Background: an optimization exercise with open tools, aiming at small area. Do not read the settings as production practice.
The RTL was checked by simulation tests, not by an equivalence proof against the original design.
Power figures rest on the tool's default switching activity, not on a simulated workload.

==> design/flow/design.v <==
package npc_pkg;
   localparam logic [1:0] CTR_SNT = 2'b00;
   localparam logic [1:0] CTR_WNT = 2'b01;
   localparam logic [1:0] CTR_WT  = 2'b10;
   localparam logic [1:0] CTR_ST  = 2'b11;
   function automatic logic [1:0] ctr_next(input logic [1:0] ctr, input logic taken);
      if (taken) begin
         ctr_next = (ctr == CTR_ST) ? CTR_ST : ctr + 2'd1;
      end else begin
         ctr_next = (ctr == CTR_SNT) ? CTR_SNT : ctr - 2'd1;
      end
   endfunction
   function automatic int unsigned idx_w(input int unsigned depth);
      idx_w = $clog2(depth);
   endfunction
   function automatic int unsigned tag_w(input int unsigned pc_w, input int unsigned depth);
      tag_w = pc_w - idx_w(depth) - 2;
   endfunction
endpackage
module btb_bank
#(
   parameter int unsigned PC_W  = 32,
   parameter int unsigned DEPTH = 16
) (
   input  logic            clk,
   input  logic            reset,
   input  logic [PC_W-1:0] lk_pc_i,
   output logic            lk_taken_o,
   output logic [PC_W-1:0] lk_target_o,
   input  logic            upd_valid_i,
   input  logic [PC_W-1:0] upd_pc_i,
   input  logic            upd_taken_i,
   input  logic [PC_W-1:0] upd_target_i
);
   localparam int unsigned IDX_W = npc_pkg::idx_w(DEPTH);
   localparam int unsigned TAG_W = npc_pkg::tag_w(PC_W, DEPTH);
   logic [DEPTH-1:0]            valid_q;
   logic [DEPTH-1:0][TAG_W-1:0] tag_q;
   logic [DEPTH-1:0][PC_W-3:0]  target_q;
   logic [DEPTH-1:0][1:0]       ctr_q;
   logic [IDX_W-1:0] lk_idx;
   logic [TAG_W-1:0] lk_tag;
   logic [IDX_W-1:0] upd_idx;
   logic [TAG_W-1:0] upd_tag;
   logic             upd_hit;
   logic             unused_lsbs;
   assign lk_idx  = lk_pc_i[IDX_W+1:2];
   assign lk_tag  = lk_pc_i[PC_W-1:IDX_W+2];
   assign upd_idx = upd_pc_i[IDX_W+1:2];
   assign upd_tag = upd_pc_i[PC_W-1:IDX_W+2];
   assign unused_lsbs = ^{lk_pc_i[1:0], upd_pc_i[1:0], upd_target_i[1:0]};
   assign lk_taken_o  = valid_q[lk_idx] && (tag_q[lk_idx] == lk_tag) && ctr_q[lk_idx][1];
   assign lk_target_o = {target_q[lk_idx], 2'b00};
   assign upd_hit = valid_q[upd_idx] && (tag_q[upd_idx] == upd_tag);
   for (genvar i = 0; i < DEPTH; i++) begin : g_entry
      logic             valid_d;
      logic [TAG_W-1:0] tag_d;
      logic [PC_W-3:0]  target_d;
      logic [1:0]       ctr_d;
      always_comb begin
         valid_d  = valid_q[i];
         tag_d    = tag_q[i];
         target_d = target_q[i];
         ctr_d    = ctr_q[i];
         if (upd_valid_i && (upd_idx == IDX_W'(i))) begin
            if (upd_hit) begin
               ctr_d = npc_pkg::ctr_next(ctr_q[i], upd_taken_i);
               if (upd_taken_i) begin
                  target_d = upd_target_i[PC_W-1:2];
               end
            end else if (upd_taken_i) begin
               valid_d  = 1'b1;
               tag_d    = upd_tag;
               target_d = upd_target_i[PC_W-1:2];
               ctr_d    = npc_pkg::CTR_WT;
            end
         end
      end
      always_ff @(posedge clk or posedge reset) begin
         if (reset) begin
            valid_q[i]  <= 1'b0;
            tag_q[i]    <= '0;
            target_q[i] <= '0;
            ctr_q[i]    <= npc_pkg::CTR_WNT;
         end else begin
            valid_q[i]  <= valid_d;
            tag_q[i]    <= tag_d;
            target_q[i] <= target_d;
            ctr_q[i]    <= ctr_d;
         end
      end
   end
endmodule
module npc_bpred
#(
   parameter int unsigned     PC_W      = 32,
   parameter int unsigned     BTB_DEPTH = 16,
   parameter logic [PC_W-1:0] RESET_PC  = 32'h0000_3000
) (
   input  logic            clk,
   input  logic            reset,
   input  logic            stall_i,
   input  logic            redirect_i,
   input  logic [PC_W-1:0] redirect_pc_i,
   input  logic            upd_valid_i,
   input  logic [PC_W-1:0] upd_pc_i,
   input  logic            upd_taken_i,
   input  logic [PC_W-1:0] upd_target_i,
   output logic [PC_W-1:0] pc_o,
   output logic [PC_W-1:0] pc_plus4_o,
   output logic            pred_taken_o,
   output logic [PC_W-1:0] pred_target_o
);
   logic [PC_W-1:0] pc_q;
   logic [PC_W-1:0] pc_d;
   logic [PC_W-1:0] btb_target;
   logic            btb_taken;
   logic            unused_redir_lsbs;
   btb_bank #(
      .PC_W  (PC_W),
      .DEPTH (BTB_DEPTH)
   ) u_btb (
      .clk          (clk),
      .reset        (reset),
      .lk_pc_i      (pc_q),
      .lk_taken_o   (btb_taken),
      .lk_target_o  (btb_target),
      .upd_valid_i  (upd_valid_i),
      .upd_pc_i     (upd_pc_i),
      .upd_taken_i  (upd_taken_i),
      .upd_target_i (upd_target_i)
   );
   assign unused_redir_lsbs = ^redirect_pc_i[1:0];
   assign pc_plus4_o    = pc_q + PC_W'(4);
   assign pc_o          = pc_q;
   assign pred_taken_o  = btb_taken;
   assign pred_target_o = btb_taken ? btb_target : pc_plus4_o;
   always_comb begin
      pc_d = pred_target_o;
      if (redirect_i) begin
         pc_d = {redirect_pc_i[PC_W-1:2], 2'b00};
      end else if (stall_i) begin
         pc_d = pc_q;
      end
   end
   always_ff @(posedge clk or posedge reset) begin
      if (reset) begin
         pc_q <= RESET_PC;
      end else begin
         pc_q <= pc_d;
      end
   end
endmodule
==> design/flow/run.sh <==
#!/bin/bash
# synth_recipe.tcl (not shown) runs the flow's synth.tcl, then flattens the netlist and writes it again
# the make line also repeats each setting of config.mk as NAME=value (left out here)
make -C /OpenROAD-flow-scripts/flow DESIGN_CONFIG=/design/flow/config.mk WORK_HOME=/design/flow/orfs CLKGATE_MAP_FILE= SYNTH_SCRIPT=/design/flow/synth_recipe.tcl finish
==> design/flow/config.mk <==
export PLATFORM = sky130hd
export DESIGN_NAME = npc_bpred
export DESIGN_NICKNAME = npc_bpred
export VERILOG_FILES = /design/flow/design.v
export SDC_FILE = /design/flow/constraint.sdc
export NUM_CORES = 4
export LEC_CHECK = 0
export CAP_MARGIN = 20
export CORE_MARGIN = 2
export CORE_UTILIZATION = 40
export SLEW_MARGIN = 20
==> design/flow/constraint.sdc <==
create_clock -name core_clock -period 7.0 [get_ports {clk}]
set_input_delay 1.4000 -clock core_clock [delete_from_list [all_inputs] [get_ports {clk}]]
set_output_delay 1.4000 -clock core_clock [all_outputs]
set_load 0.01 [all_outputs]
==> flow_metrics.tcl, run 1 <==
set metrics [dict create \
    run_status "complete, no violations" \
    fmax_ghz 0.147 \
    drc 0 \
    hold_depth 1 \
    first_global_vias 31979 \
    p_leak_nw 24.8 \
    firstDrtPassIters 5 \
    final_util 0.464 \
    wire_per_inst_um 28.9 \
    cts_tree "yes" \
    avgSynthCellArea_um2 14.7 \
    worst-r2r-setup-slack_ps 2410 \
    slowest_delay_ps 840 \
    ys_async_sr_fraction 1.00 \
    sw_frac_of_total 0.283 \
    switching_power_w 0.00483 \
    netlist.area_leader.share 0.481 \
    setup_violations 0 \
    synthTopCellsByArea "dfrtp_1 (48%), mux2_2 (21%), mux4_2 (16%)" \
    numPortBuffers 192 \
    areaGrowthSynthToFinish_pct 15.1 \
    min_to "u_btb.valid_q[1]" \
    initial_core_util 0.403 \
    drive_gt1_frac 0.468 \
    worst-path-buf-inv 2 \
    cp_cell_sequence "and2_1 -> a22oi_1 -> and3_1 -> o41a_1 -> nor4_1 -> nand4_1 -> nor3_4 -> buf_12 -> mux2_2 -> clkdlybuf4s50_1" \
    synth_top_cells_by_count "dfrtp_1 (958), mux2_2 (929), mux4_2 (352)" \
    gp_congestion 0.863 \
    n_antenna_cell 0 \
    cts_sinks 976 \
    powerDensity_nw_per_um2 297 \
    power_frac_seq 0.440 \
    r2r-start "pc_q[3]" \
    tns_ps 0 \
    worst_pin_slew_ps 1100 \
    skew_ps 63.3 \
    maxSlewViolCount 0 \
    reg2reg_depth 10 \
    die-area_um2 127000 \
    vias 31208 \
    cts-hold-fix-buffers 0 \
    cts_root_buffer "clkbuf_16" \
    cts_buffers 106 \
    rows 129 \
    synth_edf_count 0 \
    grt_max_degree 150 \
    vdd_drop_max_uv 213 \
    overflow 0 \
    htreeDepth 3 \
    end_kind "output pin" \
    cts_resized 0 \
    worstPathRequired_ps 5600 \
    slew_headroom 0.266 \
    ios 199 \
    cap_violations 0 \
    fill_cells 11054 \
    holdCritStartpoint "u_btb.valid_q[1]" \
    drtIter0Drc 2599 \
    die_h_um 357 \
    multi_input_area_um2 23800 \
    period_minus_slack_ps 6810 \
    finalNetCount 3592 \
    clock_path_buffers 3 \
    place_hpwl_um 95600 \
    regArea_um2 24500 \
    p_int_w 0.0122 \
    grt_pass1_wl_um 223000 \
    pwr-share-comb 0.224 \
    yosys_most_used_dff "dfrtp_1" \
    r2r-end "pc_q[14]" \
    critPathTopFamily "simple AND/OR/NAND/NOR gates" \
    synth_area_leader_cell "dfrtp_1" \
    coreArea_um2 124000 \
    yosysMostFrequentCell "dfrtp_1" \
    yosysSeqAreaShare 0.490 \
    synthCells 3382 \
    die_w_um 357 \
    antenna_found_initial 14 \
    worst-setup-path-type "register to output pin" \
    hold_viol_final 0 \
    worstHoldPathType "register to register" \
    ys_ff_latch 976 \
    synthesis.area_um2 49900 \
    cp-start-kind "register" \
    synthDistinctLibCells 73 \
    cp_max_fo 33 \
    grt_setup_unrepaired "no" \
    final_antenna_net_count 0 \
    path_clk_slew_ps 60 \
    cts_setup_buffers 0 \
    clkLatencyLatePin_ps 750 \
    min_period_over_period 0.973 \
    crit_arrival_ps 5410 \
    yosysWarnings 2 \
    grt_usage 0.238 \
    vias_per_cell 5.99 \
    slowest_stage "dfrtp_4" \
    clock_power_share 0.336 \
    wl_um 151000 \
]
worst max path at each step:
| stage | from | end | depth (start not counted) |
|---|---|---|---|
| 2_1_floorplan | reset | pc_q[0] | 1 |
| 3_3_place_gp | pc_q[2] | pred_target_o[17] | 10 |
| 3_5_place_dp | pc_q[2] | pred_target_o[17] | 10 |
| 4_1_cts | pc_q[2] | pred_target_o[3] | 10 |
| 5_1_grt | pc_q[2] | pred_target_o[3] | 10 |
| 6_report | pc_q[3] | pred_target_o[3] | 10 |
placed cells by master, fill, tap and decap left out, types with 10 or more instances in the layout:
cell               n
dfrtp_1          954
mux2_2           929
mux4_2           352
clkdlybuf4s50_1  188
clkbuf_16        108
buf_4             93
nor2_1            88
mux2i_1           78
nand2_1           66
xnor2_1           51
nand3_1           51
buf_12            38
clkbuf_8          31
a22oi_1           29
o21ai_0           27
nand2b_1          26
o221a_2           25
clkbuf_1          24
nor3_1            22
xor2_1            20
nor2b_1           18
or3_1             18
dfstp_2           18
inv_1             17
nand4_1           16
mux2_1            16
a21oi_1           15
a221o_1           14
clkinv_2          14
o22ai_1           12
a31oi_1           12
and3_1            11
nand2_2           11
and2_1            10
a221oi_1          10
o211ai_1          10
nand3b_1          10
worst reg2reg max path, cell delays in order, from the launching register on:
cell and delay, ps:
dfrtp_4 840, and2_1 810, a22oi_1 250, and3_1 230, o41a_1 420, nor4_1 350
nand4_1 210, nor3_4 300, buf_12 270, mux2_2 470, a221o_1 330
metal layers:
metal  share of wire  wire length (µm)  track usage
met2            0.46             68900        0.363
met1            0.45             68300        0.346
met3           0.067             10200       0.0527
met4           0.022              3240       0.0547
met5         0.00087               131            0
power groups by stage:
| stage | Sequential, W | Combinational, W | Clock, W |
|---|---|---|---|
| floorplan | 0.00731 | 0.00283 | 0 |
| global placement | 0.00753 | 0.00378 | 0 |
| detailed placement | 0.00757 | 0.00384 | 0 |
| CTS | 0.00748 | 0.00385 | 0.00585 |
| global route | 0.00764 | 0.00409 | 0.00609 |
| finish | 0.00750 | 0.00383 | 0.00574 |
stage by stage:
stage / cell area, µm² / hold WS, ps / power [W] / setup WS (ps) / std cells
finish: 57400 / 484 / 0.0171 / 190 / 5209
global route: 57400 / 504 / 0.0178 / 15.0 / 5209
CTS: 57400 / 488 / 0.0172 / 221 / 5209
detailed placement: 53800 / 470 / 0.0114 / 1050 / 5018
global placement: 53800 / 468 / 0.0113 / 1030 / 5018
floorplan: 49900 / 444 / 0.0101 / -7830 / 3382
kinds of logic after synthesis:
logic type,share of synthesized area
XOR/XNOR,0.0125
flip-flops,0.490
AO/OA/AOI/OAI,0.0348
multiplexers,0.388
adder cells (fa/ha/maj),0.000251
AND/OR/NAND/NOR,0.0415
buffers and inverters,0.0325
cell type report:
type                            count  area share
Clock buffer                      163      0.0561
Clock inverter                     28     0.00637
Inverter                           21     0.00148
Multi-Input combinational cell   2061       0.415
Sequential cell                   976       0.426
Tap cell                         1637      0.0357
Timing Repair Buffer              323      0.0588
flip-flops by register name, indices dropped and copies added (netlist names):
register / count
pc_q: 32
u_btb.ctr_q: 32
u_btb.tag_q: 416
u_btb.target_q: 480
u_btb.valid_q: 16
==> run 2, diff against run 1 <==
==> design/flow/design.v (replaced) <==
package npc_pkg;
   localparam logic [1:0] CTR_SNT = 2'b00;
   localparam logic [1:0] CTR_WNT = 2'b01;
   localparam logic [1:0] CTR_WT  = 2'b10;
   localparam logic [1:0] CTR_ST  = 2'b11;
   function automatic logic [1:0] ctr_next(input logic [1:0] ctr, input logic taken);
      if (taken) begin
         ctr_next = (ctr == CTR_ST) ? CTR_ST : ctr + 2'd1;
      end else begin
         ctr_next = (ctr == CTR_SNT) ? CTR_SNT : ctr - 2'd1;
      end
   endfunction
endpackage
module btb_bank (
   input  logic        clk,
   input  logic        reset,
   input  logic [29:0] lk_pc_i,       
   output logic        lk_taken_o,
   output logic [29:0] lk_target_o,   
   input  logic        upd_valid_i,
   input  logic [29:0] upd_pc_i,      
   input  logic        upd_taken_i,
   input  logic [29:0] upd_target_i   
);
   logic [15:0]       valid_q;
   logic [15:0][25:0] tag_q;
   logic [15:0][29:0] target_q;
   logic [15:0][1:0]  ctr_q;
   logic [3:0]  lk_idx;
   logic [25:0] lk_tag;
   logic [3:0]  upd_idx;
   logic [25:0] upd_tag;
   logic        upd_hit;
   logic [1:0]  upd_ctr;
   logic [1:0]  ctr_new;
   assign lk_idx  = lk_pc_i[3:0];
   assign lk_tag  = lk_pc_i[29:4];
   assign upd_idx = upd_pc_i[3:0];
   assign upd_tag = upd_pc_i[29:4];
   assign lk_taken_o  = valid_q[lk_idx] && (tag_q[lk_idx] == lk_tag) && ctr_q[lk_idx][1];
   assign lk_target_o = target_q[lk_idx];
   assign upd_hit = valid_q[upd_idx] && (tag_q[upd_idx] == upd_tag);
   assign upd_ctr = ctr_q[upd_idx];
   assign ctr_new = upd_hit ? npc_pkg::ctr_next(upd_ctr, upd_taken_i) : npc_pkg::CTR_WT;
   for (genvar i = 0; i < 16; i++) begin : g_entry
      logic sel, wr_tt, wr_ctr;
      assign sel    = upd_valid_i && (upd_idx == 4'(i));
      assign wr_tt  = sel && upd_taken_i;
      assign wr_ctr = sel && (upd_taken_i || upd_hit);
      always_ff @(posedge clk or posedge reset) begin
         if (reset) begin
            valid_q[i] <= 1'b0;
         end else if (wr_tt) begin
            valid_q[i] <= 1'b1;
         end
      end
      always_ff @(posedge clk) begin
         if (wr_tt) begin
            tag_q[i]    <= upd_tag;
            target_q[i] <= upd_target_i;
         end
         if (wr_ctr) begin
            ctr_q[i] <= ctr_new;
         end
      end
   end
endmodule
module npc_bpred
#(
   parameter int unsigned     PC_W      = 32,
   parameter int unsigned     BTB_DEPTH = 16,
   parameter logic [PC_W-1:0] RESET_PC  = 32'h0000_3000
) (
   input  logic            clk,
   input  logic            reset,
   input  logic            stall_i,
   input  logic            redirect_i,
   input  logic [PC_W-1:0] redirect_pc_i,
   input  logic            upd_valid_i,
   input  logic [PC_W-1:0] upd_pc_i,
   input  logic            upd_taken_i,
   input  logic [PC_W-1:0] upd_target_i,
   output logic [PC_W-1:0] pc_o,
   output logic [PC_W-1:0] pc_plus4_o,
   output logic            pred_taken_o,
   output logic [PC_W-1:0] pred_target_o
);
   logic [29:0] pc_q;
   logic [29:0] pc_d;
   logic [29:0] pc_inc;
   logic [29:0] pred_w;
   logic [29:0] btb_target;
   logic        btb_taken;
   btb_bank u_btb (
      .clk          (clk),
      .reset        (reset),
      .lk_pc_i      (pc_q),
      .lk_taken_o   (btb_taken),
      .lk_target_o  (btb_target),
      .upd_valid_i  (upd_valid_i),
      .upd_pc_i     (upd_pc_i[31:2]),
      .upd_taken_i  (upd_taken_i),
      .upd_target_i (upd_target_i[31:2])
   );
   assign pc_inc        = pc_q + 30'd1;
   assign pred_w        = btb_taken ? btb_target : pc_inc;
   assign pc_o          = {pc_q, 2'b00};
   assign pc_plus4_o    = {pc_inc, 2'b00};
   assign pred_taken_o  = btb_taken;
   assign pred_target_o = {pred_w, 2'b00};
   always_comb begin
      pc_d = pred_w;
      if (redirect_i) begin
         pc_d = redirect_pc_i[31:2];
      end else if (stall_i) begin
         pc_d = pc_q;
      end
   end
   always_ff @(posedge clk or posedge reset) begin
      if (reset) begin
         pc_q <= RESET_PC[31:2];
      end else begin
         pc_q <= pc_d;
      end
   end
endmodule
==> run 2 against run 1 <==
  * Still clean on timing, DRC and antenna
  * Clock power is 7.7% lower
  * Via count is 26% lower
  * Sequential share of layout area is 16 points higher
  * Largest cell class unchanged
  * Largest power group unchanged
==> flow_metrics.tcl, run 2 <==
set metrics [dict create \
    run_status "complete, no violations" \
    yosysSeqAreaShare 0.681 \
    synthDistinctLibCells 61 \
    worst-setup-path-type "register to output pin" \
    crit_arrival_ps 5440 \
    wl_um 124000 \
    cp_max_fo 29 \
    hold_depth 1 \
    coreArea_um2 105000 \
    reg2reg_depth 11 \
    tns_ps 0 \
    ios 199 \
    cts_buffers 99 \
    rows 119 \
    cts_root_buffer "clkbuf_16" \
    worst-path-buf-inv 3 \
    synthesis.area_um2 42600 \
    mostFrequentLayoutCell "edfxtp_1" \
    yosys_most_used_dff "edfxtp_1" \
    wire_per_inst_um 32.6 \
    cts_sinks 974 \
    clkLatencyLatePin_ps 690 \
    end_kind "output pin" \
    vias_per_cell 6.07 \
    die_h_um 330 \
    largest_reg_flops 480 \
    grt_pass1_wl_um 176000 \
    areaGrowthSynthToFinish_pct 16.9 \
    cts-hold-fix-buffers 0 \
    slowest_stage "dfrtp_4" \
    place_hpwl_um 74700 \
    setup_violations 0 \
    netlist.area_leader.share 0.654 \
    pwr-share-comb 0.127 \
    grt_max_degree 91 \
    slew_headroom 0.232 \
    min_period_over_period 0.977 \
    yosysWarnings 2 \
    overflow 0 \
    cp_num_cells 11 \
    worst_pin_slew_ps 1150 \
    first_global_vias 23801 \
    grt_setup_unrepaired "no" \
    skew_ps 36.5 \
    vias 23080 \
    switching_power_w 0.00332 \
    fin_ws_ps 161 \
    stdcell_count 3804 \
    pre_cts_slack_ps 704 \
    die_w_um 330 \
    sw_frac_of_total 0.243 \
    ys_async_sr_fraction 0.0472 \
    clock_power_share 0.388 \
    cts_tree "yes" \
    cp_cell_sequence "buf_12 -> mux4_2 -> mux2i_1 -> xnor2_1 -> nand3_1 -> a22oi_1 -> nand4_1 -> nor4b_4 -> buf_12 -> mux2_2 -> clkdlybuf4s50_1" \
    regMostFlops "u_btb.target_q" \
    maxSlewViolCount 0 \
    vdd_drop_max_uv 218 \
    synth_area_leader_cell "edfxtp_1" \
    power_frac_seq 0.484 \
    p_leak_nw 15.9 \
    final_area_um2 49800 \
    dpl-instance-area_um2 46500 \
    worstPathRequired_ps 5600 \
    firstDrtPassIters 17 \
    numPortBuffers 186 \
    synth_top_cells_by_count "edfxtp_1 (928), mux4_2 (390), xnor2_1 (69)" \
    hold_viol_final 0 \
    final_antenna_net_count 0 \
    path_clk_slew_ps 70 \
    clock_path_buffers 3 \
    powerDensity_nw_per_um2 274 \
    worstHoldPathType "register to register" \
    cts_resized 0 \
    grt_usage 0.229 \
    gp_congestion 0.819 \
    synthCells 2090 \
    synth_edf_count 928 \
    timing.critical_path.mode_cell "buf_12" \
    die-area_um2 109000 \
    critPathTopFamily "multiplexers" \
    drive_gt1_frac 0.294 \
    fmax_ghz 0.146 \
    synthTopCellsByArea "edfxtp_1 (65%), mux4_2 (21%), dfrtp_1 (2.6%)" \
    antenna_found_initial 10 \
    initial_core_util 0.404 \
    avgSynthCellArea_um2 20.4 \
    p_int_w 0.0103 \
    drc 0 \
    period_minus_slack_ps 6840 \
    final_cell_mix "edfxtp_1 (928), mux4_2 (390), clkdlybuf4s50_1 (180)" \
    finalNetCount 2430 \
    largestRegisters "u_btb.target_q: 480 flops, u_btb.tag_q: 416 flops, u_btb.ctr_q: 32 flops" \
    drtIter0Drc 2878 \
    cp-start-kind "register" \
    dp_cells 3615 \
    ys_ff_latch 974 \
    htreeDepth 3 \
    cts_setup_buffers 2 \
    yosysMostFrequentCell "edfxtp_1" \
    cap_violations 0 \
    slowest_delay_ps 680 \
]
run 2: logic make-up (layout without fill, tap and decap cells):
| kind of cell | after synthesis | after routing | share of synthesized area |
|---|---|---|---|
| AOI/OAI and AO/OA | 162 | 162 | 0.0270 |
| and+or+nand+nor | 214 | 214 | 0.0257 |
| muxes | 484 | 484 | 0.230 |
| xor gates and xnor gates | 82 | 82 | 0.0169 |
| buffers and inverters | 172 | 486 | 0.0184 |
| other | 1 | 10 | 0.0000881 |
| adders and majority gates | 1 | 1 | 0.000294 |
| DFF | 974 | 974 | 0.681 |
run 2: path summary, 6_finish.rpt:
kind                                        from           endpoint  slack (ps)
worst max-delay path                     pc_q[0]  pred_target_o[30]         160
worst min-delay path            u_btb.valid_q[2]   u_btb.valid_q[2]         490
worst max register to register           pc_q[0]            pc_q[1]        2370
worst min register to register  u_btb.valid_q[2]   u_btb.valid_q[2]         490
max in group asynchronous                  reset            pc_q[1]        5040
min in group asynchronous                  reset   u_btb.valid_q[8]        1250
run 2: metal layers:
metal | routed length (µm) | part of all wire | vias up | track usage
li1 | - | - | 9307 | -
met1 | 50300 | 0.41 | 12387 | 0.319
met2 | 58200 | 0.47 | 1178 | 0.360
met3 | 12100 | 0.097 | 196 | 0.0569
met4 | 3470 | 0.028 | 12 | 0.0681
met5 | 67 | 0.00054 | - | 0
run 2: per-stage QoR:
step                      hold WS (ps)  total power (W)   util
after floorplan                    458          0.00772      -
after global placement             473          0.00844  0.441
after detailed placement           476          0.00846  0.441
after CTS                          492           0.0137  0.472
after global routing               505           0.0141  0.472
final                              493           0.0136  0.472
run 2: final cells by class:
class | count | area (µm²)
antenna | 4 | 10.0
clock buffer | 130 | 2650
timing repair buffer | 272 | 2680
tap | 1391 | 1740
sequential | 974 | 29000
multi-input combinational | 949 | 12900
fill | 8772 | 55600
clock inverter | 53 | 626
inverter | 31 | 118
run 2: power groups by stage:
stage | sequential, W | clock [W] | combinational [W]
final | 0.00661 | 0.00530 | 0.00173
after detailed placement | 0.00674 | 0 | 0.00172
after global placement | 0.00673 | 0 | 0.00171
after global routing | 0.00662 | 0.00560 | 0.00184
after floorplan | 0.00666 | 0 | 0.00105
after CTS | 0.00661 | 0.00538 | 0.00175
==> run 3, diff against run 2 <==
--- a/design/flow/design.v
+++ b/design/flow/design.v
@@ -37,10 +37,33 @@
    assign lk_tag  = lk_pc_i[29:4];
    assign upd_idx = upd_pc_i[3:0];
    assign upd_tag = upd_pc_i[29:4];
-   assign lk_taken_o  = valid_q[lk_idx] && (tag_q[lk_idx] == lk_tag) && ctr_q[lk_idx][1];
-   assign lk_target_o = target_q[lk_idx];
-   assign upd_hit = valid_q[upd_idx] && (tag_q[upd_idx] == upd_tag);
-   assign upd_ctr = ctr_q[upd_idx];
+   logic [15:0] lk_oh, upd_oh;
+   logic [29:0] lk_tgt_r;
+   logic [25:0] lk_tag_r, upd_tag_r;
+   logic        lk_v_r, lk_c_r, upd_v_r;
+   always_comb begin
+      lk_tgt_r  = '0;
+      lk_tag_r  = '0;
+      lk_v_r    = 1'b0;
+      lk_c_r    = 1'b0;
+      upd_tag_r = '0;
+      upd_v_r   = 1'b0;
+      upd_ctr   = '0;
+      for (int i = 0; i < 16; i++) begin
+         lk_oh[i]  = (lk_idx == 4'(i));
+         upd_oh[i] = (upd_idx == 4'(i));
+         lk_tgt_r  = lk_tgt_r  | (target_q[i] & {30{lk_oh[i]}});
+         lk_tag_r  = lk_tag_r  | (tag_q[i] & {26{lk_oh[i]}});
+         lk_v_r    = lk_v_r    | (valid_q[i] & lk_oh[i]);
+         lk_c_r    = lk_c_r    | (ctr_q[i][1] & lk_oh[i]);
+         upd_tag_r = upd_tag_r | (tag_q[i] & {26{upd_oh[i]}});
+         upd_v_r   = upd_v_r   | (valid_q[i] & upd_oh[i]);
+         upd_ctr   = upd_ctr   | (ctr_q[i] & {2{upd_oh[i]}});
+      end
+   end
+   assign lk_taken_o  = lk_v_r && (lk_tag_r == lk_tag) && lk_c_r;
+   assign lk_target_o = lk_tgt_r;
+   assign upd_hit = upd_v_r && (upd_tag_r == upd_tag);
    assign ctr_new = upd_hit ? npc_pkg::ctr_next(upd_ctr, upd_taken_i) : npc_pkg::CTR_WT;
    for (genvar i = 0; i < 16; i++) begin : g_entry
       logic sel, wr_tt, wr_ctr;
==> design/flow/flow/run.sh (new file) <==
#!/bin/bash
# Standard layout with two changes:
#  - ABC maps the logic with an area-oriented script (flow/area.script) instead of the
#    speed script; flip-flop mapping (dfflibmap) is untouched, so registers are the same.
#  - ports are buffered with buf_1 instead of the default port buffer.
#  - clock tree built from clkbuf_8, 15 sinks per cluster, without dummy loads.
set -euo pipefail
W=$(pwd)
{
  echo "proc abc {args} {"
  echo "  set i [lsearch -exact \$args -script]"
  echo "  set args [lreplace \$args \$i [expr {\$i + 1}] -script $W/flow/area.script]"
  echo "  set j [lsearch -exact \$args -D]"
  echo "  if {\$j >= 0} { set args [lreplace \$args \$j [expr {\$j + 1}]] }"
  echo "  yosys abc {*}\$args"
  echo "}"
  cat synth_recipe.tcl
} > synth_recipe_area.tcl
sed "s#SYNTH_SCRIPT=[^ ]*#SYNTH_SCRIPT=$W/synth_recipe_area.tcl#" standard.sh > standard_area.sh
export BUFFER_PORTS_ARGS="-buffer_cell sky130_fd_sc_hd__buf_1"
# Clock tree from small clock buffers, without dummy loads.
export CTS_ARGS="-sink_clustering_enable -repair_clock_nets -dont_use_dummy_load -buf_list {sky130_fd_sc_hd__clkbuf_8} -root_buf sky130_fd_sc_hd__clkbuf_8 -sink_clustering_size 15 -sink_clustering_max_diameter 60"
bash standard_area.sh > standard.log 2>&1
==> design/flow/flow/area.script (new file) <==
&get -n
&st
&dch -f
&nf -a -R 1000
&st
&dch -f
&nf -a -R 1000
&put
==> design/flow/standard.sh (new file) <==
#!/bin/bash
# synth_recipe.tcl (not shown) runs the flow's synth.tcl, then flattens the netlist and writes it again
# the make line also repeats each setting of config.mk as NAME=value (left out here)
make -C /OpenROAD-flow-scripts/flow DESIGN_CONFIG=/design/flow/config.mk WORK_HOME=/design/flow/orfs CLKGATE_MAP_FILE= SYNTH_SCRIPT=/design/flow/synth_recipe.tcl "${@:-finish}"
==> design/flow/config.mk (replaced) <==
export PLATFORM = sky130hd
export DESIGN_NAME = npc_bpred
export DESIGN_NICKNAME = npc_bpred
export VERILOG_FILES = /design/flow/design.v
export SDC_FILE = /design/flow/constraint.sdc
export NUM_CORES = 4
export LEC_CHECK = 0
export CAP_MARGIN = 0
export CORE_MARGIN = 2
export CORE_UTILIZATION = 45
export SLEW_MARGIN = 0
removed: design/flow/run.sh
==> run 3 against run 2 <==
  * Still clean
  * Clock-buffer cell count is 51 lower
  * Final cell count decreased by 0.66%
  * First-iteration DRC count grew 98%
  * Core utilization grew 3.4 points
  * Worst hold slack better by 23 ps
  * Clock power is 48% lower
  * Critical path depth grew 6
  * Routed wire length grew 12%
  * Sequential cell count is the same
  * Clock skew is 35 ps higher
  * Combinational power down 29%
  * Setup slack better by 8.5 ps
  * Critical path type unchanged
  * Critical endpoint is now pred_target_o[2]
  * Largest cell class unchanged
==> flow_metrics.tcl, run 3 <==
set metrics [dict create \
    r2r-start "pc_q[0]" \
    skew_ps 71.2 \
    ios 199 \
    die_h_um 295 \
    cts_sinks 974 \
    drc 0 \
    synthesis.area_um2 38000 \
    final_antenna_net_count 0 \
    fin_ws_ps 170 \
    gp_congestion 0.911 \
    fill_cells 6907 \
    fmax_ghz 0.146 \
    largest_reg_flops 480 \
    synthDistinctLibCells 47 \
    cts_tree "yes" \
    p_leak_nw 12.9 \
    ys_async_sr_fraction 0.0472 \
    grt_pass1_wl_um 193000 \
    drtIter0Drc 5711 \
    dpl-instance-area_um2 41200 \
    maxSlewViolCount 0 \
    avgSynthCellArea_um2 16.8 \
    min_period_over_period 0.976 \
    first_global_vias 25940 \
    setup_violations 0 \
    final_area_um2 42300 \
    worst_pin_slew_ps 1230 \
    yosysMostFrequentCell "edfxtp_1" \
    vias_per_cell 7.14 \
    synthCells 2271 \
    cts_buffers 79 \
    ys_ff_latch 974 \
    grt_max_degree 48 \
    end_kind "output pin" \
    mostFrequentLayoutCell "edfxtp_1" \
    vdd_drop_max_uv 144 \
    total_power_w 0.0106 \
    drive_gt1_frac 0.0902 \
    hold_slack_ps 516 \
    largestRegisters "u_btb.target_q: 480 flops, u_btb.tag_q: 416 flops, u_btb.ctr_q: 32 flops" \
    clkLatencyLatePin_ps 720 \
    vias 26988 \
    die-area_um2 86900 \
    numPortBuffers 186 \
    yosysSeqAreaShare 0.763 \
    areaGrowthSynthToFinish_pct 11.3 \
    rows 106 \
    grt_setup_unrepaired "no" \
    yosys_most_used_dff "edfxtp_1" \
    regMostFlops "u_btb.target_q" \
    startpoint "pc_q[0]" \
    wire_per_inst_um 36.7 \
    coreArea_um2 83700 \
    pre_cts_slack_ps 886 \
    path_clk_slew_ps 90 \
    tns_ps 0 \
    synth_top_cells_by_count "edfxtp_1 (928), a22oi_1 (282), nand2_1 (195)" \
    wl_um 139000 \
    worst-setup-path-type "register to output pin" \
    crit_arrival_ps 5430 \
    synthTopCellsByArea "edfxtp_1 (73%), a22oi_1 (5.6%), a222oi_1 (4.7%)" \
    synth_area_leader_cell "edfxtp_1" \
    powerDensity_nw_per_um2 250 \
    antenna_found_initial 7 \
    cp_max_fo 32 \
    run_status "complete, no violations" \
    grt_usage 0.315 \
    cap_violations 0 \
    die_w_um 295 \
    netlist.area_leader.share 0.732 \
    htreeDepth 3 \
    worstHoldPathType "register to register" \
    overflow 0 \
    finalNetCount 2747 \
    clock_path_buffers 3 \
    place_hpwl_um 77700 \
    period_minus_slack_ps 6830 \
    slew_headroom 0.174 \
    final_cell_mix "edfxtp_1 (928), a22oi_1 (282), nand2_1 (195)" \
    worstPathRequired_ps 5600 \
    hold_viol_final 0 \
    initial_core_util 0.455 \
    cts_root_buffer "clkbuf_8" \
    firstDrtPassIters 10 \
    yosysWarnings 2 \
    holdCritStartpoint "u_btb.valid_q[14]" \
    cp-start-kind "register" \
    synth_edf_count 928 \
]
run 3: cell count changes after synthesis, moves of 59 or more:
cell      change
mux4_2      -390
a22oi_1     +268
a222oi_1    +179
nand2_1     +155
nand4_1      +68
clkbuf_1     -67
a22o_1       +59
run 3: stage by stage:
stage | cells | util
floorplan | 2276 | -
global placement | 3694 | 0.493
detailed placement | 3694 | 0.493
CTS | 3773 | 0.506
global route | 3776 | 0.506
finish | 3779 | 0.506
run 3: kinds of logic after synthesis:
kind of cell / count (synthesis) / share of synthesized area
buffers and inverters: 32 / 0.00375
XOR/XNOR: 41 / 0.00944
AND/OR/NAND/NOR: 557 / 0.0742
adder cells (fa/ha/maj): 5 / 0.00158
other: 1 / 0.0000986
AO/OA/AOI/OAI: 632 / 0.140
flip-flops: 974 / 0.763
multiplexers: 29 / 0.00845
run 3: report_power, final:
group	leakage, nW	total, W	switching, W	internal [W]
registers	8.92	0.00658	0.000103	0.00647
logic	3.42	0.00123	0.000865	0.000362
clock network	0.568	0.00277	0.00176	0.00101
run 3: critical path, stage by stage, from the launching register on:
cell,delay [ps]
dfrtp_1,490
clkinv_1,200
ha_1,360
and3_4,380
buf_4,280
a22o_1,190
a221oi_1,250
and3_1,250
a21oi_1,100
a21oi_1,120
o221ai_1,150
a2111oi_0,470
and4_1,260
nor4b_4,230
buf_8,350
o21ai_0,190
o21ai_0,170
buf_1,210
run 3: worst paths after layout:
check | slack [ps] | depth (start not counted) | end
setup / recovery | 170 | 17 | pred_target_o[2]
hold / removal | 520 | 1 | u_btb.valid_q[14]
setup reg to reg | 1880 | 17 | pc_q[6]
hold reg to reg | 520 | 1 | u_btb.valid_q[14]
max in group asynchronous | 5580 | 3 | u_btb.valid_q[11]
min in group asynchronous | 870 | 3 | pc_q[0]
run 3: final cells by class:
class / count / area, µm² / area share
antenna: 6 / 15.0 / 0.000355
clock buffer: 79 / 1090 / 0.0257
inverter: 26 / 97.6 / 0.00231
multi-input combinational: 1270 / 9160 / 0.216
sequential: 974 / 29000 / 0.685
tap: 1134 / 1420 / 0.0335
timing repair buffer: 290 / 1540 / 0.0363
run 3: routing by layer:
metal,vias to the layer above,part of all wire,GRT usage
met5,-,0.00030,0
met4,6,0.043,0.118
met3,433,0.14,0.0738
met2,2473,0.44,0.475
met1,13502,0.37,0.447
li1,10574,-,-
run 3: repair_timing:
action,in CTS,in global routing
hold buffers,0,0
gates resized for setup,0,4
setup buffers,0,0
setup endpoints to repair,0,30
==> run 4, diff against run 3 <==
--- a/design/flow/config.mk
+++ b/design/flow/config.mk
@@ -5,7 +5,7 @@
 export SDC_FILE = /design/flow/constraint.sdc
 export NUM_CORES = 4
 export LEC_CHECK = 0
-export CAP_MARGIN = 0
+export CAP_MARGIN = 20
 export CORE_MARGIN = 2
 export CORE_UTILIZATION = 45
-export SLEW_MARGIN = 0
+export SLEW_MARGIN = 20
==> run 4 against run 3 <==
  * Still clean on timing, DRC and antenna
  * Setup slack better by 49 ps
  * Area after synthesis stayed put
  * Critical path depth shrank 2
  * Via count rose by 0.31%
  * Critical path type unchanged
  * Largest cell class unchanged
  * Highest routed layer unchanged
==> flow_metrics.tcl, run 4 <==
set metrics [dict create \
    run_status "complete, no violations" \
    synth_compound_area_frac 0.140 \
    synthesis.area_um2 38000 \
    synthTopCellsByArea "edfxtp_1 (73%), a22oi_1 (5.6%), a222oi_1 (4.7%)" \
    path_clk_slew_ps 90 \
    grt_usage 0.315 \
    cts_root_buffer "clkbuf_8" \
    yosys_most_used_dff "edfxtp_1" \
    regMostFlops "u_btb.target_q" \
    grt_pass1_wl_um 193000 \
    sw_frac_of_total 0.258 \
    cts_setup_buffers 0 \
    worst_pin_slew_ps 1200 \
    finalNetCount 2747 \
    p_leak_nw 12.9 \
    mostFrequentLayoutCell "edfxtp_1" \
    p_int_w 0.00785 \
    hold_depth 1 \
    setup_violations 0 \
    ios 199 \
    initial_core_util 0.455 \
    drive_gt1_frac 0.0902 \
    synthCells 2271 \
    synth-simple-area-share 0.0742 \
    wl_um 138000 \
    worstPathRequired_ps 5600 \
    period_minus_slack_ps 6780 \
    netlist.area_leader.share 0.732 \
    switching_power_w 0.00273 \
    die_h_um 295 \
    synth_area_leader_cell "edfxtp_1" \
    htreeDepth 3 \
    ys_ff_latch 974 \
    end_kind "output pin" \
    holdCritStartpoint "u_btb.valid_q[14]" \
    skew_ps 74.3 \
    power_frac_seq 0.622 \
    cts_sinks 974 \
    cts_buffers 79 \
    clock_path_buffers 3 \
    yosysSeqAreaShare 0.763 \
    firstDrtPassIters 11 \
    muxShareOfSynthArea 0.00845 \
    worst-r2r-setup-slack_ps 1910 \
    fmax_ghz 0.147 \
    r2r-start "pc_q[1]" \
    numPortBuffers 186 \
    powerDensity_nw_per_um2 250 \
    ys_async_sr_fraction 0.0472 \
    first_global_vias 25940 \
    yosysMostFrequentCell "edfxtp_1" \
    hold_slack_ps 514 \
    largest_reg_flops 480 \
    cts_tree "yes" \
    worstHoldPathType "register to register" \
    min_to "u_btb.valid_q[14]" \
    wire_per_inst_um 36.6 \
    drc 0 \
    grt_max_degree 48 \
    vdd_drop_max_uv 144 \
    clkLatencyLatePin_ps 720 \
    overflow 0 \
    synth_edf_count 928 \
    cp-start-kind "register" \
    grt_setup_unrepaired "no" \
    yosysWarnings 2 \
    final_antenna_net_count 0 \
    die_w_um 295 \
    largestRegisters "u_btb.target_q: 480 flops, u_btb.tag_q: 416 flops, u_btb.ctr_q: 32 flops" \
    cap_violations 0 \
    maxSlewViolCount 0 \
    final_cell_mix "edfxtp_1 (928), a22oi_1 (282), nand2_1 (195)" \
    rows 106 \
    crit_arrival_ps 5380 \
    coreArea_um2 83700 \
    synth-xor-area-share 0.00944 \
    vias_per_cell 7.17 \
    min_period_over_period 0.969 \
    hold_viol_final 0 \
    avgSynthCellArea_um2 16.8 \
    tns_ps 0 \
    synth_fa_ha_area_frac 0.00158 \
    reg2reg_depth 15 \
    place_hpwl_um 77700 \
    worst-setup-path-type "register to output pin" \
    drtIter0Drc 5775 \
    synth_top_family_by_area "compound AO/OA/AOI/OAI gates" \
    gp_congestion 0.911 \
    antenna_found_initial 7 \
    slew_headroom 0.197 \
    clock_power_share 0.262 \
    areaGrowthSynthToFinish_pct 11.3 \
    synthDistinctLibCells 47 \
    pwr-share-comb 0.116 \
    synth_top_cells_by_count "edfxtp_1 (928), a22oi_1 (282), nand2_1 (195)" \
    r2r-end "pc_q[6]" \
    cp_max_fo 32 \
    vias 27071 \
    die-area_um2 86900 \
]
==> run 4: cell counts after synthesis <==
Identical to the previous run, type by type.
==> run 4: cell type report <==
class	instances	area, µm²
diodes	5	12.5
clock buffers	79	1090
fillers	6904	41300
inverters	26	97.6
multi-input cells	1270	9170
flip-flops and latches	974	29000
well taps	1134	1420
repair buffers	290	1540
==> run 4: kinds of logic after synthesis <==
kind of cell | Yosys count
other | 1
buffers and inverters | 32
multiplexers | 29
AND/OR/NAND/NOR | 557
AO/OA/AOI/OAI | 632
adder cells (fa/ha/maj) | 5
XOR/XNOR | 41
flip-flops | 974
==> run 4: worst max-delay path, cell delays in order, from the launching register on <==
cell,delay [ps]
dfrtp_1,470
clkinv_1,110
ha_1,330
and2_4,600
buf_4,390
a22oi_1,140
and4_1,270
nand4_1,250
o221ai_1,220
a2111oi_0,460
and4_1,260
nor4b_4,230
buf_8,340
o21ai_0,190
o21ai_0,160
buf_1,210
==> run 4: what timing repair did <==
action / in CTS / in global routing
resized for setup: 0 / 4
hold buffers: 0 / 0
endpoints found under the setup margin: 0 / 30
==> run 4: power by group through the flow <==
stage               clock, W  sequential (W)  combinational, W
floorplan                  0         0.00667          0.000572
global placement           0         0.00670           0.00117
detailed placement         0         0.00670           0.00118
CTS                  0.00278         0.00657           0.00119
global route         0.00298         0.00659           0.00127
finish               0.00277         0.00658           0.00122
==> run 4: metal layers <==
metal / track usage / up-vias / routed length, µm
met3: 0.0738 / 416 / 20400
met5: 0 / - / 42
li1: - / 10577 / -
met1: 0.447 / 13500 / 50800
met2: 0.475 / 2572 / 61400
met4: 0.118 / 6 / 5840
==> run 4: worst max-delay path by stage <==
stage                            from                 to  depth (start not counted)
after floorplan               pc_q[0]  pred_target_o[12]                         11
after global placement    upd_pc_i[4]    u_btb.ctr_q[27]                         16
after detailed placement      pc_q[0]   pred_target_o[2]                         15
after CTS                     pc_q[0]   pred_target_o[2]                         15
after global routing          pc_q[0]   pred_target_o[2]                         17
final                         pc_q[1]   pred_target_o[2]                         15
==> run 4: metrics by stage <==
step	utilization	worst slack (ps)	cells	power, W	area, µm²
3_5_place_dp	0.493	886	3694	0.00789	41200
6_report	0.506	219	3778	0.0106	42300
5_1_grt	0.506	14.1	3776	0.0108	42300
3_3_place_gp	0.493	1020	3694	0.00787	41200
2_1_floorplan	-	261	2276	0.00724	38100
4_1_cts	0.506	73.5	3773	0.0105	42300
==> run 5, diff against run 4 <==
--- a/design/flow/flow/run.sh
+++ b/design/flow/flow/run.sh
@@ -3,7 +3,7 @@
 #  - ABC maps the logic with an area-oriented script (flow/area.script) instead of the
 #    speed script; flip-flop mapping (dfflibmap) is untouched, so registers are the same.
 #  - ports are buffered with buf_1 instead of the default port buffer.
-#  - clock tree built from clkbuf_8, 15 sinks per cluster, without dummy loads.
+#  - clock tree built from clkbuf_16, 28 sinks per cluster, without dummy loads.
 set -euo pipefail
 W=$(pwd)
 {
@@ -19,5 +19,5 @@
 sed "s#SYNTH_SCRIPT=[^ ]*#SYNTH_SCRIPT=$W/synth_recipe_area.tcl#" standard.sh > standard_area.sh
 export BUFFER_PORTS_ARGS="-buffer_cell sky130_fd_sc_hd__buf_1"
 # Clock tree from small clock buffers, without dummy loads.
-export CTS_ARGS="-sink_clustering_enable -repair_clock_nets -dont_use_dummy_load -buf_list {sky130_fd_sc_hd__clkbuf_8} -root_buf sky130_fd_sc_hd__clkbuf_8 -sink_clustering_size 15 -sink_clustering_max_diameter 60"
+export CTS_ARGS="-sink_clustering_enable -repair_clock_nets -dont_use_dummy_load -buf_list {sky130_fd_sc_hd__clkbuf_16} -root_buf sky130_fd_sc_hd__clkbuf_16 -sink_clustering_size 28 -sink_clustering_max_diameter 80"
 bash standard_area.sh > standard.log 2>&1
--- a/design/flow/config.mk
+++ b/design/flow/config.mk
@@ -7,5 +7,6 @@
 export LEC_CHECK = 0
 export CAP_MARGIN = 20
 export CORE_MARGIN = 2
-export CORE_UTILIZATION = 45
+export CORE_UTILIZATION = 50
+export PLACE_DENSITY = 0.65
 export SLEW_MARGIN = 20
==> run 5 against run 4 <==
  * Clock-buffer cell count shrank 36
  * Critical path type unchanged
  * Combinational power hardly changed
  * Critical path depth is 2 lower
  * Register-to-register slack got worse by 80 ps
==> flow_metrics.tcl, run 5 <==
set metrics [dict create \
    run_status "complete, no violations" \
    ys_ff_latch 974 \
    worstPathRequired_ps 5600 \
    drive_gt1_frac 0.0726 \
    final_antenna_net_count 0 \
    final_cell_mix "edfxtp_1 (928), a22oi_1 (282), nand2_1 (195)" \
    total_power_w 0.0106 \
    die-area_um2 78300 \
    cts-hold-fix-buffers 0 \
    avgSynthCellArea_um2 16.8 \
    cts_tree "yes" \
    tns_ps 0 \
    antenna_found_initial 11 \
    end_kind "output pin" \
    initial_core_util 0.503 \
    yosysWarnings 2 \
    wire_per_inst_um 37.0 \
    overflow 0 \
    regMostFlops "u_btb.target_q" \
    grt_usage 0.334 \
    maxSlewViolCount 0 \
    reg2reg_depth 13 \
    hold_depth 1 \
    vias_per_cell 7.44 \
    largestRegisters "u_btb.target_q: 480 flops, u_btb.tag_q: 416 flops, u_btb.ctr_q: 32 flops" \
    cp_num_cells 13 \
    vias 26602 \
    wl_um 132000 \
    crit_arrival_ps 5450 \
    dp_cells 3525 \
    ios 199 \
    mostFrequentLayoutCell "edfxtp_1" \
    cp_cell_sequence "ha_1 -> and2_2 -> a22oi_1 -> and4_1 -> nand4_1 -> o221ai_1 -> a2111oi_0 -> nand4_1 -> nor4b_4 -> buf_12 -> o21ai_0 -> o21ai_0 -> buf_1" \
    worst-path-buf-inv 2 \
    holdCritStartpoint "u_btb.valid_q[9]" \
    cts_setup_buffers 0 \
    r2r-start "pc_q[1]" \
    setup_violations 0 \
    worst-r2r-setup-slack_ps 1830 \
    r2r-end "pc_q[6]" \
    yosysMostFrequentCell "edfxtp_1" \
    finalNetCount 2698 \
    synth_edf_count 928 \
    grt_pass1_wl_um 187000 \
    slowest_stage "and2_2" \
    ys_async_sr_fraction 0.0472 \
    synth_area_leader_cell "edfxtp_1" \
    synth_top_cells_by_count "edfxtp_1 (928), a22oi_1 (282), nand2_1 (195)" \
    die_h_um 280 \
    worstHoldPathType "register to register" \
    rows 101 \
    slew_headroom 0.206 \
    coreArea_um2 75700 \
    fin_ws_ps 153 \
    place_hpwl_um 74600 \
    synthTopCellsByArea "edfxtp_1 (73%), a22oi_1 (5.6%), a222oi_1 (4.7%)" \
    synthesis.area_um2 38000 \
    p_leak_nw 12.8 \
    cts_buffers 43 \
    cts_sinks 974 \
    clock_path_buffers 3 \
    min_to "u_btb.valid_q[9]" \
    critPathTopFamily "simple AND/OR/NAND/NOR gates" \
    stdcell_count 3577 \
    fmax_ghz 0.146 \
    gp_congestion 0.921 \
    period_minus_slack_ps 6850 \
    worst_pin_slew_ps 1190 \
    pre_cts_slack_ps 950 \
    yosysSeqAreaShare 0.763 \
    path_clk_slew_ps 110 \
    cp-start-kind "register" \
    numPortBuffers 186 \
    cp_max_fo 32 \
    cts_root_buffer "clkbuf_16" \
    grt_max_degree 48 \
    areaGrowthSynthToFinish_pct 10.4 \
    die_w_um 280 \
    firstDrtPassIters 13 \
    cap_violations 0 \
    netlist.area_leader.share 0.732 \
    skew_ps 46.7 \
    htreeDepth 2 \
    grt_setup_unrepaired "no" \
    yosys_most_used_dff "edfxtp_1" \
    drtIter0Drc 6093 \
    largest_reg_flops 480 \
    synthDistinctLibCells 47 \
    vdd_drop_max_uv 215 \
    hold_viol_final 0 \
    slowest_delay_ps 920 \
    hold_slack_ps 528 \
    drc 0 \
    min_period_over_period 0.978 \
    powerDensity_nw_per_um2 253 \
    synthCells 2271 \
    worst-setup-path-type "register to output pin" \
    clkLatencyLatePin_ps 640 \
    first_global_vias 25901 \
]
==> run 5: changes by cell type in the layout (fill, tap and decap cells not counted), moves of 4 or more <==
cell	change
clkbuf_8	-79
clkbuf_16	+43
buf_4	-10
and2_2	+6
and2_4	-6
diode_2	+4
==> run 5: layout make-up <==
type / instances / area (µm²)
clock buffers: 43 / 1080
flip-flops and latches: 974 / 29000
inverters: 26 / 97.6
diodes: 9 / 22.5
fillers: 5899 / 33700
well taps: 978 / 1220
multi-input cells: 1270 / 9140
repair buffers: 277 / 1410
==> run 5: how the worst max path moves through the flow <==
stage                              to     from  slack (ps)
global placement     pred_target_o[2]  pc_q[1]         940
finish               pred_target_o[2]  pc_q[1]         150
global route         pred_target_o[2]  pc_q[1]          10
CTS                  pred_target_o[2]  pc_q[1]         230
detailed placement   pred_target_o[2]  pc_q[1]         950
floorplan           pred_target_o[12]  pc_q[0]         260
==> run 5: stage by stage <==
stage | area [µm²] | util
2_1_floorplan | 38100 | -
3_3_place_gp | 40900 | 0.540
3_5_place_dp | 40900 | 0.540
4_1_cts | 42000 | 0.554
5_1_grt | 42000 | 0.555
6_report | 42000 | 0.555
==> run 5: where the power goes <==
group | switching, W | internal, W
Sequential | 0.000104 | 0.00647
Combinational | 0.000844 | 0.000356
Clock | 0.00172 | 0.00111
Total | 0.00267 | 0.00794
==> run 5: logic make-up (layout without fill, tap and decap cells) <==
logic type	Yosys count	count (layout)	share of synthesized area
AO/OA/AOI/OAI	632	632	0.140
adder cells (fa/ha/maj)	5	5	0.00158
XOR/XNOR	41	41	0.00944
buffers and inverters	32	346	0.00375
AND/OR/NAND/NOR	557	557	0.0742
multiplexers	29	29	0.00845
flip-flops	974	974	0.763
other	1	15	0.0000986
==> run 5: metal layers <==
| metal | share of wire | track usage |
|---|---|---|
| met3 | 0.14 | 0.0749 |
| met5 | 0.00036 | 0 |
| met4 | 0.043 | 0.144 |
| met2 | 0.46 | 0.521 |
| met1 | 0.36 | 0.456 |
==> run 5: timing repair <==
| action | CTS | global route |
|---|---|---|
| hold endpoints to repair | 0 | 0 |
| setup endpoints to repair | 0 | 1 |
| resized for setup | 0 | 1 |
==> run 6, diff against run 5 <==
--- a/design/flow/design.v
+++ b/design/flow/design.v
@@ -38,29 +38,31 @@
    assign upd_idx = upd_pc_i[3:0];
    assign upd_tag = upd_pc_i[29:4];
    logic [15:0] lk_oh, upd_oh;
+   logic [15:0][57:0] lk_rows;
+   logic [15:0][28:0] upd_rows;
+   logic [57:0] lk_row;
+   logic [28:0] upd_row;
    logic [29:0] lk_tgt_r;
    logic [25:0] lk_tag_r, upd_tag_r;
    logic        lk_v_r, lk_c_r, upd_v_r;
-   always_comb begin
-      lk_tgt_r  = '0;
-      lk_tag_r  = '0;
-      lk_v_r    = 1'b0;
-      lk_c_r    = 1'b0;
-      upd_tag_r = '0;
-      upd_v_r   = 1'b0;
-      upd_ctr   = '0;
-      for (int i = 0; i < 16; i++) begin
-         lk_oh[i]  = (lk_idx == 4'(i));
-         upd_oh[i] = (upd_idx == 4'(i));
-         lk_tgt_r  = lk_tgt_r  | (target_q[i] & {30{lk_oh[i]}});
-         lk_tag_r  = lk_tag_r  | (tag_q[i] & {26{lk_oh[i]}});
-         lk_v_r    = lk_v_r    | (valid_q[i] & lk_oh[i]);
-         lk_c_r    = lk_c_r    | (ctr_q[i][1] & lk_oh[i]);
-         upd_tag_r = upd_tag_r | (tag_q[i] & {26{upd_oh[i]}});
-         upd_v_r   = upd_v_r   | (valid_q[i] & upd_oh[i]);
-         upd_ctr   = upd_ctr   | (ctr_q[i] & {2{upd_oh[i]}});
-      end
+   for (genvar i = 0; i < 16; i++) begin : g_rows
+      assign lk_oh[i]    = (lk_idx == 4'(i));
+      assign upd_oh[i]   = (upd_idx == 4'(i));
+      assign lk_rows[i]  = {target_q[i], tag_q[i], valid_q[i], ctr_q[i][1]};
+      assign upd_rows[i] = {tag_q[i], valid_q[i], ctr_q[i]};
    end
+   btb_rd16 #(.W(58)) u_lk_rd (
+      .sel_i  (lk_oh),
+      .rows_i (lk_rows),
+      .row_o  (lk_row)
+   );
+   btb_rd16 #(.W(29)) u_upd_rd (
+      .sel_i  (upd_oh),
+      .rows_i (upd_rows),
+      .row_o  (upd_row)
+   );
+   assign {lk_tgt_r, lk_tag_r, lk_v_r, lk_c_r} = lk_row;
+   assign {upd_tag_r, upd_v_r, upd_ctr}         = upd_row;
    assign lk_taken_o  = lk_v_r && (lk_tag_r == lk_tag) && lk_c_r;
    assign lk_target_o = lk_tgt_r;
    assign upd_hit = upd_v_r && (upd_tag_r == upd_tag);
@@ -87,6 +89,34 @@
          end
       end
    end
+endmodule
+module btb_rd16
+#(
+   parameter int unsigned W = 1
+) (
+   input  logic [15:0]         sel_i,
+   input  logic [15:0][W-1:0]  rows_i,
+   output logic [W-1:0]        row_o
+);
+   for (genvar b = 0; b < W; b++) begin : g_bit
+      logic [5:0] part_n;
+      for (genvar g = 0; g < 5; g++) begin : g_grp
+         btb_sel3 u_sel (
+            .sel_i  (sel_i[3*g+2:3*g]),
+            .data_i ({rows_i[3*g+2][b], rows_i[3*g+1][b], rows_i[3*g][b]}),
+            .none_o (part_n[g])
+         );
+      end
+      assign part_n[5] = ~(sel_i[15] & rows_i[15][b]);
+      assign row_o[b]  = ~&part_n;
+   end
+endmodule
+module btb_sel3 (
+   input  logic [2:0] sel_i,
+   input  logic [2:0] data_i,
+   output logic       none_o
+);
+   assign none_o = ~|(sel_i & data_i);
 endmodule
 module npc_bpred
 #(
--- a/design/flow/flow/run.sh
+++ b/design/flow/flow/run.sh
@@ -1,8 +1,9 @@
 #!/bin/bash
-# Standard layout with two changes:
+# Standard layout with these changes:
 #  - ABC maps the logic with an area-oriented script (flow/area.script) instead of the
 #    speed script; flip-flop mapping (dfflibmap) is untouched, so registers are the same.
 #  - ports are buffered with buf_1 instead of the default port buffer.
+#  - the btb_sel3 read-select modules are kept apart during mapping (see below).
 #  - clock tree built from clkbuf_16, 28 sinks per cluster, without dummy loads.
 set -euo pipefail
 W=$(pwd)
@@ -17,6 +18,9 @@
   cat synth_recipe.tcl
 } > synth_recipe_area.tcl
 sed "s#SYNTH_SCRIPT=[^ ]*#SYNTH_SCRIPT=$W/synth_recipe_area.tcl#" standard.sh > standard_area.sh
+# Keep the three-term read selects as separate modules through mapping, so each maps
+# to one AND-OR-invert cell; synth_recipe.tcl flattens them before writing the netlist.
+export SYNTH_KEEP_MODULES="btb_sel3"
 export BUFFER_PORTS_ARGS="-buffer_cell sky130_fd_sc_hd__buf_1"
 # Clock tree from small clock buffers, without dummy loads.
 export CTS_ARGS="-sink_clustering_enable -repair_clock_nets -dont_use_dummy_load -buf_list {sky130_fd_sc_hd__clkbuf_16} -root_buf sky130_fd_sc_hd__clkbuf_16 -sink_clustering_size 28 -sink_clustering_max_diameter 80"
==> run 6 against run 5 <==
  * Area after synthesis shrank 1.5%
  * Via count shrank 3.0%
  * Power grew 0.82%
  * Critical path type unchanged
  * Critical endpoint unchanged
==> flow_metrics.tcl, run 6 <==
set metrics [dict create \
    wl_um 124000 \
    drive_gt1_frac 0.0925 \
    areaGrowthSynthToFinish_pct 11.3 \
    p_int_w 0.00801 \
    final_util 0.561 \
    synth_top_family_by_area "compound AO/OA/AOI/OAI gates" \
    final_antenna_net_count 0 \
    finalNetCount 2563 \
    synth_top_cells_by_count "edfxtp_1 (928), a222oi_1 (443), nand2_1 (153)" \
    coreArea_um2 74300 \
    cp-start-kind "register" \
    regArea_um2 29000 \
    min_period_over_period 0.984 \
    die_w_um 278 \
    crit_arrival_ps 5490 \
    worstHoldPathType "register to register" \
    ys_ff_latch 974 \
    vias_per_cell 7.53 \
    period_minus_slack_ps 6890 \
    worst-r2r-setup-slack_ps 1690 \
    cts_buffers 44 \
    path_clk_slew_ps 100 \
    yosys_most_used_dff "edfxtp_1" \
    powerDensity_nw_per_um2 256 \
    synth_area_leader_cell "edfxtp_1" \
    fill_cells 5790 \
    cts_root_buffer "clkbuf_16" \
    antenna_found_initial 8 \
    maxSlewViolCount 0 \
    synthTopCellsByArea "edfxtp_1 (74%), a222oi_1 (12%), dfrtp_1 (2.9%)" \
    power_frac_seq 0.616 \
    pwr-share-comb 0.123 \
    run_status "complete, no violations" \
    cts_sinks 974 \
    clock_path_buffers 3 \
    htreeDepth 2 \
    cp_max_fo 28 \
    tns_ps 0 \
    synthesis.area_um2 37500 \
    largestRegisters "u_btb.target_q: 480 flops, u_btb.tag_q: 416 flops, u_btb.ctr_q: 32 flops" \
    vdd_drop_max_uv 184 \
    skew_ps 63.7 \
    firstDrtPassIters 10 \
    vias 25794 \
    worst-setup-path-type "register to output pin" \
    clock_power_share 0.262 \
    grt_max_degree 47 \
    avgSynthCellArea_um2 17.8 \
    p_leak_nw 13.0 \
    yosysMostFrequentCell "edfxtp_1" \
    switching_power_w 0.00268 \
    yosysSeqAreaShare 0.775 \
    muxShareOfSynthArea 0.00868 \
    rows 100 \
    hold_viol_final 0 \
    end_kind "output pin" \
    setup_violations 0 \
    grt_setup_unrepaired "no" \
    synth_compound_area_frac 0.138 \
    die-area_um2 77100 \
    place_hpwl_um 73900 \
    synth-xor-area-share 0.0108 \
    ios 199 \
    wire_per_inst_um 36.2 \
    mostFrequentLayoutCell "edfxtp_1" \
    worstPathRequired_ps 5600 \
    regMostFlops "u_btb.target_q" \
    synth-simple-area-share 0.0637 \
    multi_input_area_um2 8660 \
    yosysWarnings 2 \
    cts-hold-fix-buffers 0 \
    grt_pass1_wl_um 174000 \
    synthDistinctLibCells 43 \
    clkLatencyLatePin_ps 640 \
    cts_tree "yes" \
    gp_congestion 0.944 \
    cap_violations 0 \
    sw_frac_of_total 0.250 \
    grt_usage 0.312 \
    synth_fa_ha_area_frac 0.00134 \
    fmax_ghz 0.145 \
    initial_core_util 0.504 \
    ys_async_sr_fraction 0.0472 \
    overflow 0 \
    largest_reg_flops 480 \
    netlist.area_leader.share 0.744 \
    final_cell_mix "edfxtp_1 (928), a222oi_1 (443), buf_1 (185)" \
    hold_slack_ps 518 \
    die_h_um 278 \
    drtIter0Drc 6678 \
    slew_headroom 0.251 \
    synth_edf_count 928 \
    total_power_w 0.0107 \
    first_global_vias 24966 \
    worst_pin_slew_ps 1120 \
    synthCells 2109 \
    drc 0 \
    numPortBuffers 186 \
]
## run 6: changes by cell type after synthesis, moves of 42 or more
cell      previous run  this run
a222oi_1           179       443
a221oi_1            62         4
a21oi_1             11        58
and3_1              39        81
a22oi_1            282         1
nand2_1            195       153
a22o_1              61         0
## run 6: worst max-delay path, cell delays in order (launching register included)
cell      delay, ps
dfrtp_1         500
clkinv_1        190
ha_1            310
and3_4          370
buf_4           260
a222oi_1        350
nand3_1         140
a211oi_1        890
a41oi_1         200
nor2b_1         230
nand4b_1        100
nor4b_1          60
nand4_1         170
nor4_4           60
buf_4           160
buf_12          170
o21ai_0         440
buf_1           210
## run 6: path summary, 6_finish.rpt
path	cells past startpoint	endpoint	from
worst max-delay path	17	pred_target_o[2]	pc_q[0]
worst min-delay path	1	u_btb.valid_q[3]	u_btb.valid_q[3]
worst max register to register	16	pc_q[13]	pc_q[3]
worst min register to register	1	u_btb.valid_q[3]	u_btb.valid_q[3]
max in group asynchronous	2	pc_q[26]	reset
min in group asynchronous	2	pc_q[22]	reset
## run 6: stage by stage
step | cell area, µm² | instances | worst slack (ps)
final | 41700 | 3427 | 110
after global routing | 41700 | 3427 | 6.81
after CTS | 41600 | 3423 | 15.6
after detailed placement | 40500 | 3379 | 494
after global placement | 40500 | 3378 | 490
after floorplan | 37500 | 2114 | 288
## run 6: area by class of cell
cell class                 count  area share
sequential                   974       0.696
multi-input combinational   1120       0.208
timing repair buffer         303      0.0396
tap                          969      0.0291
clock buffer                  44      0.0264
inverter                      14     0.00129
antenna                        3    0.000180
## run 6: layer usage
metal / part of all wire / track usage
met5: 0.00037 / 0
met4: 0.035 / 0.101
met3: 0.15 / 0.0745
met2: 0.45 / 0.483
met1: 0.37 / 0.439
## run 6: cells by family after synthesis
kind of cell / after synthesis
AO/OA/AOI/OAI: 562
adder cells (fa/ha/maj): 4
AND/OR/NAND/NOR: 473
buffers and inverters: 20
other: 1
flip-flops: 974
multiplexers: 29
XOR/XNOR: 46
## run 6: Yosys stat by module, one instance, submodules excluded
module,times used,cell area [µm²],cells inside
npc_bpred,1,33100,1674
btb_sel3,435,10.0,1
## run 6: power groups by stage
stage / Clock, W / Sequential, W / Combinational, W
2_1_floorplan: 0 / 0.00668 / 0.000616
3_3_place_gp: 0 / 0.00670 / 0.00124
3_5_place_dp: 0 / 0.00671 / 0.00125
4_1_cts: 0.00281 / 0.00657 / 0.00127
5_1_grt: 0.00300 / 0.00659 / 0.00137
6_report: 0.00280 / 0.00658 / 0.00131
## run 6: repair_timing
| action | in CTS | in global routing |
|---|---|---|
| endpoints found under the setup margin | 30 | 31 |
| buffers inserted | 0 | 1 |
| resized for setup | 10 | 9 |
| pin swaps | 1 | 1 |

==> port drivers added, routing unchanged <==
In the flow no input, the clock included, has a driving cell. The finished layouts below were timed again as built, in two steps. Step 1 (the two cells are an assumption about what drives the block):
set clk [get_ports {clk}]
set_driving_cell -lib_cell sky130_fd_sc_hd__clkbuf_16 $clk
set_driving_cell -lib_cell sky130_fd_sc_hd__buf_2 [delete_from_list [all_inputs] $clk]
Step 2 adds t to the input delays and takes it off the output delays; t is the mean of the earliest and latest rising clock arrival at the registers after step 1. Input paths then give back, and output paths get back, about the clock's delay inside the block. Slacks: no drivers / after step 1 / after step 2; pairs: no drivers / after step 1.
run | t (ns) | setup slack, ns | worst setup path at the end | worst register clock-pin slew, ns | worst slew at a driven data input, ns
run 1 | 0.792 | 0.190 / 0.114 / 0.906 | register to output | 0.06 / 0.06 | 0.14
run 2 | 0.736 | 0.161 / 0.093 / 0.829 | register to output | 0.07 / 0.07 | 0.14
run 3 | 0.750 | 0.170 / 0.105 / 0.728 | input to register | 0.10 / 0.10 | 0.12
run 4 | 0.751 | 0.219 / 0.153 / 0.675 | input to register | 0.11 / 0.11 | 0.13
run 5 | 0.685 | 0.153 / 0.082 / 0.767 | register to output | 0.11 / 0.11 | 0.15
run 6 | 0.672 | 0.110 / 0.044 / 0.644 | input to register | 0.11 / 0.11 | 0.12
After both steps every run listed still meets setup and hold.
